From an optimization exercise on the open Yosys and OpenROAD flow, aimed at small area; shortcuts taken in it are not production practice.
In this exercise RTL edits were held to simulation tests only and were not proved equivalent to the original.

==> job 5154 <==
==> flow/design.v <==
package frame_decoder_pkg;
    typedef logic [47:0] link_word_t;    
    typedef logic [7:0]  link_byte_t;
    typedef logic [2:0]  byte_cnt_t;     
    localparam int BUF_ENTRY_W = 49;
    localparam link_word_t SOF_WORD   = 48'hEA_FF_99_DE_AD_FF;
    localparam link_word_t EOF_WORD   = 48'hEA_FF_99_DE_AD_AA;
    localparam byte_cnt_t  WORD_BYTES = 3'd6;
endpackage
`timescale 1ns/1ps
module frame_fsm (
    input  logic       rx_pixel_clk,
    input  logic       rst_n,
    input  frame_decoder_pkg::link_word_t in_word,
    input  logic       in_valid,
    input  logic       last_word,
    input  logic       buf_full,
    output logic       load,
    output logic       dec,
    output logic       wr_en,
    output logic [frame_decoder_pkg::BUF_ENTRY_W-1:0] wr_entry,
    output logic       commit,
    output logic       discard
);
    localparam logic [1:0] ST_HUNT = 2'd0, ST_HEADER = 2'd1, ST_PAYLOAD = 2'd2, ST_EOF = 2'd3;
    logic [1:0] state;
    logic [1:0] state_nxt;
    frame_decoder_pkg::byte_cnt_t last_cnt;     
    frame_decoder_pkg::byte_cnt_t hdr_cnt;
    logic [7:0] hdr_mask;
    logic       is_sof;
    logic       is_eof;
    logic       part;
    logic       commit_nxt;
    logic       discard_nxt;
    assign hdr_mask = in_word[15:8];
    assign is_sof   = (in_word == frame_decoder_pkg::SOF_WORD);
    assign is_eof   = (in_word == frame_decoder_pkg::EOF_WORD);
    always_comb begin
        case (hdr_mask)
            8'd1:    hdr_cnt = 3'd1;
            8'd3:    hdr_cnt = 3'd2;
            8'd7:    hdr_cnt = 3'd3;
            8'd15:   hdr_cnt = 3'd4;
            8'd31:   hdr_cnt = 3'd5;
            default: hdr_cnt = frame_decoder_pkg::WORD_BYTES;
        endcase
    end
    assign part     = last_word && (last_cnt != frame_decoder_pkg::WORD_BYTES);
    assign wr_entry = {part, part ? last_cnt : in_word[47:45], in_word[44:0]};
    always_comb begin
        state_nxt   = state;
        load        = 1'b0;
        dec         = 1'b0;
        wr_en       = 1'b0;
        commit_nxt  = 1'b0;
        discard_nxt = 1'b0;
        if (in_valid) begin
            case (state)
                ST_HUNT: begin
                    if (is_sof) state_nxt = ST_HEADER;
                end
                ST_HEADER: begin
                    if (in_word[39:16] == '0) begin
                        state_nxt = ST_EOF;
                    end else begin
                        load      = 1'b1;
                        state_nxt = ST_PAYLOAD;
                    end
                end
                ST_PAYLOAD: begin
                    if (buf_full) begin
                        discard_nxt = 1'b1;      
                        state_nxt   = ST_HUNT;
                    end else begin
                        wr_en = 1'b1;
                        dec   = 1'b1;
                        if (last_word) state_nxt = ST_EOF;
                    end
                end
                default: begin
                    commit_nxt  = is_eof;
                    discard_nxt = !is_eof;
                    state_nxt   = ST_HUNT;
                end
            endcase
        end
    end
    always_ff @(posedge rx_pixel_clk) begin
        if (!rst_n) begin
            state   <= ST_HUNT;
            commit  <= 1'b0;
            discard <= 1'b0;
        end else begin
            state   <= state_nxt;
            commit  <= commit_nxt;
            discard <= discard_nxt;
        end
    end
    always_ff @(posedge rx_pixel_clk) begin
        if (in_valid && state == ST_HEADER) last_cnt <= hdr_cnt;
    end
endmodule
`timescale 1ns/1ps
module word_counter (
    input  logic       rx_pixel_clk,
    input  logic       rst_n,
    input  logic       load,
    input  logic [23:0] load_len,
    input  logic       dec,
    output logic       last_word
);
    logic [6:0] count;
    always_ff @(posedge rx_pixel_clk) begin
        if (load) begin
            count <= (|load_len[23:7]) ? 7'd127 : load_len[6:0];
        end else if (dec) begin
            count <= count - 1'b1;
        end
    end
    assign last_word = (count == 7'd1);
endmodule
`timescale 1ns/1ps
module frame_buffer #(
    parameter int BUF_ADDR_W = 6
) (
    input  logic       rx_pixel_clk,
    input  logic       rst_n,
    input  logic       wr_en,
    input  logic [frame_decoder_pkg::BUF_ENTRY_W-1:0] wr_entry,
    input  logic       commit,
    input  logic       discard,
    input  logic       rd_en,
    output logic       buf_full,
    output logic       rd_avail,
    output logic [frame_decoder_pkg::BUF_ENTRY_W-1:0] rd_entry
);
    localparam int DEPTH = 1 << BUF_ADDR_W;
    localparam int W     = frame_decoder_pkg::BUF_ENTRY_W;
    logic [BUF_ADDR_W:0] wr_ptr;
    logic [BUF_ADDR_W:0] commit_ptr;
    logic [BUF_ADDR_W:0] rd_ptr;
    logic [BUF_ADDR_W:0] used;
    always_ff @(posedge rx_pixel_clk) begin
        if (!rst_n) begin
            wr_ptr     <= '0;
            commit_ptr <= '0;
            rd_ptr     <= '0;
        end else begin
            if (discard) begin
                wr_ptr <= commit_ptr;    
            end else if (wr_en) begin
                wr_ptr <= wr_ptr + 1'b1;
            end
            if (commit) commit_ptr <= wr_ptr;
            if (rd_en) rd_ptr <= rd_ptr + 1'b1;
        end
    end
    assign used     = wr_ptr - rd_ptr;
    assign buf_full = used[BUF_ADDR_W];
    assign rd_avail = (commit_ptr != rd_ptr);
    logic [W-1:0] row [DEPTH];
    logic [DEPTH-1:0] set;
    logic [DEPTH-1:0] rsel;
    always_comb begin
        for (int r = 0; r < DEPTH; r++) begin
            set[r]  = (wr_ptr[BUF_ADDR_W-1:0] == r) && wr_en;
            rsel[r] = (rd_ptr[BUF_ADDR_W-1:0] == r);
        end
    end
    always_ff @(posedge rx_pixel_clk) begin
        for (int r = 0; r < DEPTH; r++) begin
            if (set[r]) row[r] <= wr_entry;
        end
    end
    always_comb begin
        rd_entry = '0;
        for (int r = 0; r < DEPTH; r++) begin
            rd_entry = rd_entry | (row[r] & {W{rsel[r]}});
        end
    end
endmodule
`timescale 1ns/1ps
module byte_unpacker (
    input  logic       rx_pixel_clk,
    input  logic       rst_n,
    input  logic       rd_avail,
    input  logic [frame_decoder_pkg::BUF_ENTRY_W-1:0] rd_entry,
    input  logic       full,
    output logic       rd_en,
    output logic       wr_en,
    output frame_decoder_pkg::link_byte_t wr_byte
);
    frame_decoder_pkg::link_word_t cur_word;
    frame_decoder_pkg::byte_cnt_t  remain;      
    frame_decoder_pkg::byte_cnt_t  rd_cnt;
    logic                          idle;
    assign rd_cnt = rd_entry[48] ? rd_entry[47:45] : frame_decoder_pkg::WORD_BYTES;
    assign idle   = (remain == '0);
    always_comb begin
        wr_byte = '0;
        for (int b = 0; b < 6; b++) begin
            wr_byte = wr_byte | (cur_word[b*8 +: 8] & {8{remain == 3'(b + 1)}});
        end
    end
    assign wr_en = !idle && !full;
    assign rd_en = rd_avail && (idle || (remain == 3'd1 && wr_en));
    always_ff @(posedge rx_pixel_clk) begin
        if (!rst_n) begin
            remain <= '0;
        end else if (rd_en) begin
            remain <= rd_cnt;
        end else if (wr_en) begin
            remain <= remain - 3'd1;
        end
    end
    always_ff @(posedge rx_pixel_clk) begin
        if (rd_en) cur_word <= rd_entry[47:0];
    end
endmodule
`timescale 1ns/1ps
module byte_fifo #(
    parameter int BYTE_ADDR_W = 5
) (
    input  logic       rx_pixel_clk,
    input  logic       rst_n,
    input  logic       wr_en,
    input  frame_decoder_pkg::link_byte_t wr_byte,
    input  logic       byte_rd,
    output logic       full,
    output frame_decoder_pkg::link_byte_t byte_data,
    output logic       byte_empty
);
    localparam int DEPTH = 1 << BYTE_ADDR_W;
    logic [BYTE_ADDR_W:0] wr_ptr;
    logic [BYTE_ADDR_W:0] rd_ptr;
    always_ff @(posedge rx_pixel_clk) begin
        if (!rst_n) begin
            wr_ptr <= '0;
            rd_ptr <= '0;
        end else begin
            if (wr_en) wr_ptr <= wr_ptr + 1'b1;
            if (byte_rd) rd_ptr <= rd_ptr + 1'b1;
        end
    end
    assign byte_empty = (wr_ptr == rd_ptr);
    assign full       = (wr_ptr == {~rd_ptr[BYTE_ADDR_W], rd_ptr[BYTE_ADDR_W-1:0]});
    frame_decoder_pkg::link_byte_t mem [DEPTH];
    logic [DEPTH-1:0] set;
    logic [DEPTH-1:0] rsel;
    always_comb begin
        for (int i = 0; i < DEPTH; i++) begin
            set[i]  = (wr_ptr[BYTE_ADDR_W-1:0] == i) && wr_en;
            rsel[i] = (rd_ptr[BYTE_ADDR_W-1:0] == i);
        end
    end
    always_ff @(posedge rx_pixel_clk) begin
        for (int i = 0; i < DEPTH; i++) begin
            if (set[i]) mem[i] <= wr_byte;
        end
    end
    always_comb begin
        byte_data = '0;
        for (int i = 0; i < DEPTH; i++) begin
            byte_data = byte_data | (mem[i] & {8{rsel[i]}});
        end
    end
endmodule
`timescale 1ns/1ps
module frame_decoder_top #(
    parameter int BUF_ADDR_W  = 6,
    parameter int BYTE_ADDR_W = 5
) (
    input  logic        rx_pixel_clk,
    input  logic        rst_n,
    input  logic [63:0] rx_data,
    input  logic        rx_valid,
    input  logic        byte_rd,
    output frame_decoder_pkg::link_byte_t  byte_data,
    output logic        byte_empty
);
    frame_decoder_pkg::link_word_t in_word;
    logic       load;
    logic       dec;
    logic       last_word;
    logic       buf_wr_en;
    logic [frame_decoder_pkg::BUF_ENTRY_W-1:0] wr_entry;
    logic       commit;
    logic       discard;
    logic       buf_full;
    logic       rd_en;
    logic       rd_avail;
    logic [frame_decoder_pkg::BUF_ENTRY_W-1:0] rd_entry;
    logic       fifo_wr_en;
    frame_decoder_pkg::link_byte_t wr_byte;
    logic       fifo_full;
    assign in_word = {rx_data[7:0], rx_data[15:8], rx_data[23:16],
                      rx_data[31:24], rx_data[39:32], rx_data[47:40]};
    frame_fsm frame_fsm_i (
        .rx_pixel_clk (rx_pixel_clk),
        .rst_n        (rst_n),
        .in_word      (in_word),
        .in_valid     (rx_valid),
        .last_word    (last_word),
        .buf_full     (buf_full),
        .load         (load),
        .dec          (dec),
        .wr_en        (buf_wr_en),
        .wr_entry     (wr_entry),
        .commit       (commit),
        .discard      (discard)
    );
    word_counter word_counter_i (
        .rx_pixel_clk (rx_pixel_clk),
        .rst_n        (rst_n),
        .load         (load),
        .load_len     (in_word[39:16]),
        .dec          (dec),
        .last_word    (last_word)
    );
    frame_buffer #(
        .BUF_ADDR_W (BUF_ADDR_W)
    ) frame_buffer_i (
        .rx_pixel_clk (rx_pixel_clk),
        .rst_n        (rst_n),
        .wr_en        (buf_wr_en),
        .wr_entry     (wr_entry),
        .commit       (commit),
        .discard      (discard),
        .rd_en        (rd_en),
        .buf_full     (buf_full),
        .rd_avail     (rd_avail),
        .rd_entry     (rd_entry)
    );
    byte_unpacker byte_unpacker_i (
        .rx_pixel_clk (rx_pixel_clk),
        .rst_n        (rst_n),
        .rd_avail     (rd_avail),
        .rd_entry     (rd_entry),
        .full         (fifo_full),
        .rd_en        (rd_en),
        .wr_en        (fifo_wr_en),
        .wr_byte      (wr_byte)
    );
    byte_fifo #(
        .BYTE_ADDR_W (BYTE_ADDR_W)
    ) byte_fifo_i (
        .rx_pixel_clk (rx_pixel_clk),
        .rst_n        (rst_n),
        .wr_en        (fifo_wr_en),
        .wr_byte      (wr_byte),
        .byte_rd      (byte_rd),
        .full         (fifo_full),
        .byte_data    (byte_data),
        .byte_empty   (byte_empty)
    );
endmodule
==> flow/run.sh <==
#!/bin/bash
# synth_recipe.tcl (not shown) runs the flow's synth.tcl, then flattens the netlist and writes it again
# the make line also repeats each setting of config.mk as NAME=value (left out here)
make -C /OpenROAD-flow-scripts/flow DESIGN_CONFIG=/design/flow/config.mk WORK_HOME=/design/flow/orfs CLKGATE_MAP_FILE= SYNTH_SCRIPT=/design/flow/synth_recipe.tcl finish
==> flow/config.mk <==
export PLATFORM = sky130hd
export DESIGN_NAME = frame_decoder_top
export DESIGN_NICKNAME = frame_decoder_top
export VERILOG_FILES = /design/flow/design.v
export SDC_FILE = /design/flow/constraint.sdc
export NUM_CORES = 4
export LEC_CHECK = 0
export CAP_MARGIN = 20
export CORE_MARGIN = 2
export CORE_UTILIZATION = 40
export CTS_CLUSTER_DIAMETER = 70
export CTS_CLUSTER_SIZE = 25
export PLACE_DENSITY = 0.5
export SLEW_MARGIN = 20
==> flow/constraint.sdc <==
create_clock -name core_clock -period 8.0 [get_ports {rx_pixel_clk}]
set_input_delay 1.6000 -clock core_clock [delete_from_list [all_inputs] [get_ports {rx_pixel_clk}]]
set_output_delay 1.6000 -clock core_clock [all_outputs]
set_load 0.01 [all_outputs]
==> job 226 (differences from job 5154) <==
--- a/flow/design.v
+++ b/flow/design.v
@@ -159,26 +159,11 @@
     assign used     = wr_ptr - rd_ptr;
     assign buf_full = used[BUF_ADDR_W];
     assign rd_avail = (commit_ptr != rd_ptr);
-    logic [W-1:0] row [DEPTH];
-    logic [DEPTH-1:0] set;
-    logic [DEPTH-1:0] rsel;
-    always_comb begin
-        for (int r = 0; r < DEPTH; r++) begin
-            set[r]  = (wr_ptr[BUF_ADDR_W-1:0] == r) && wr_en;
-            rsel[r] = (rd_ptr[BUF_ADDR_W-1:0] == r);
-        end
-    end
+    logic [W-1:0] mem [0:DEPTH-1];
     always_ff @(posedge rx_pixel_clk) begin
-        for (int r = 0; r < DEPTH; r++) begin
-            if (set[r]) row[r] <= wr_entry;
-        end
-    end
-    always_comb begin
-        rd_entry = '0;
-        for (int r = 0; r < DEPTH; r++) begin
-            rd_entry = rd_entry | (row[r] & {W{rsel[r]}});
-        end
+        if (wr_en) mem[wr_ptr[BUF_ADDR_W-1:0]] <= wr_entry;
     end
+    assign rd_entry = mem[rd_ptr[BUF_ADDR_W-1:0]];
 endmodule
 `timescale 1ns/1ps
 module byte_unpacker (
@@ -246,25 +231,10 @@
     assign byte_empty = (wr_ptr == rd_ptr);
     assign full       = (wr_ptr == {~rd_ptr[BYTE_ADDR_W], rd_ptr[BYTE_ADDR_W-1:0]});
     frame_decoder_pkg::link_byte_t mem [DEPTH];
-    logic [DEPTH-1:0] set;
-    logic [DEPTH-1:0] rsel;
-    always_comb begin
-        for (int i = 0; i < DEPTH; i++) begin
-            set[i]  = (wr_ptr[BYTE_ADDR_W-1:0] == i) && wr_en;
-            rsel[i] = (rd_ptr[BYTE_ADDR_W-1:0] == i);
-        end
-    end
     always_ff @(posedge rx_pixel_clk) begin
-        for (int i = 0; i < DEPTH; i++) begin
-            if (set[i]) mem[i] <= wr_byte;
-        end
-    end
-    always_comb begin
-        byte_data = '0;
-        for (int i = 0; i < DEPTH; i++) begin
-            byte_data = byte_data | (mem[i] & {8{rsel[i]}});
-        end
+        if (wr_en) mem[wr_ptr[BYTE_ADDR_W-1:0]] <= wr_byte;
     end
+    assign byte_data = mem[rd_ptr[BYTE_ADDR_W-1:0]];
 endmodule
 `timescale 1ns/1ps
 module frame_decoder_top #(
--- a/flow/config.mk
+++ b/flow/config.mk
@@ -10,5 +10,4 @@
 export CORE_UTILIZATION = 40
 export CTS_CLUSTER_DIAMETER = 70
 export CTS_CLUSTER_SIZE = 25
-export PLACE_DENSITY = 0.5
 export SLEW_MARGIN = 20
==> run notes <==
Run status: job 226 no timing/DRC/antenna violations; job 5154 no timing/DRC/antenna violations
Flip-flop and latch count: job 226 3501; job 5154 3490
Clock buffer count: job 226 210; job 5154 209
Total half-perimeter wirelength after legalization and detailed placement: job 226 198300 um; job 5154 291800 um
Storage cell area: job 226 104600 sq um; job 5154 104400 sq um
First-pass GRT wire length: job 226 472600 um; job 5154 736000 um
Buffer and inverter count on the worst path: job 226 2; job 5154 1
Fraction of the mapped netlist area in adder cells: job 226 0.1778%; job 5154 0.3146%
Cell at the slowest stage of the critical path: job 226 dfxtp_4; job 5154 a222oi_1
CTS sink count: job 226 3501; job 5154 3490
Final Cell Area: job 226 146800 sq um; job 5154 142100 sq um
Area used by multi-input combinational logic: job 226 28330 sq um; job 5154 22140 sq um
#FFs+latches synth: job 226 3501; job 5154 3490
Syn_nets: job 226 5507; job 5154 7294
Arrival time worst endpoint: job 226 4260 ps; job 5154 4220 ps
Number of multi-input logic gates: job 226 1619; job 5154 3289
Post-synthesis share of cell area spent on xor and xnor gates: job 226 0.2424%; job 5154 0.2547%

## afterwards: timing with drivers on the ports
In the flow no input, the clock included, has a driving cell. The finished layouts below were timed again as built, in two steps.
Step 1 (the two cells are an assumption about what drives the block):
set clk [get_ports {rx_pixel_clk}]
set_driving_cell -lib_cell sky130_fd_sc_hd__clkbuf_16 $clk
set_driving_cell -lib_cell sky130_fd_sc_hd__buf_2 [delete_from_list [all_inputs] $clk]
Step 2 moves the port delays by t, midway between the first and last clock arrival at a register: inputs arrive t later, outputs are due t later. That takes back most of the time a late clock gives input paths.
a / b / c = ideal ports / drivers / drivers and shift; a / b = the first two.
run	shift t [ns]	setup WS [ns]	worst setup path at the end	pins driven straight from the clock port
job 5154	1.035	2.176 / 2.071 / 2.297	input to register	1
job 226	0.979	2.140 / 2.038 / 1.809	input to register	1
After both steps setup and hold are still met in every run listed. For job 226, which loses most, drivers alone change the setup slack by -0.102 ns; drivers and shift together by -0.331 ns.
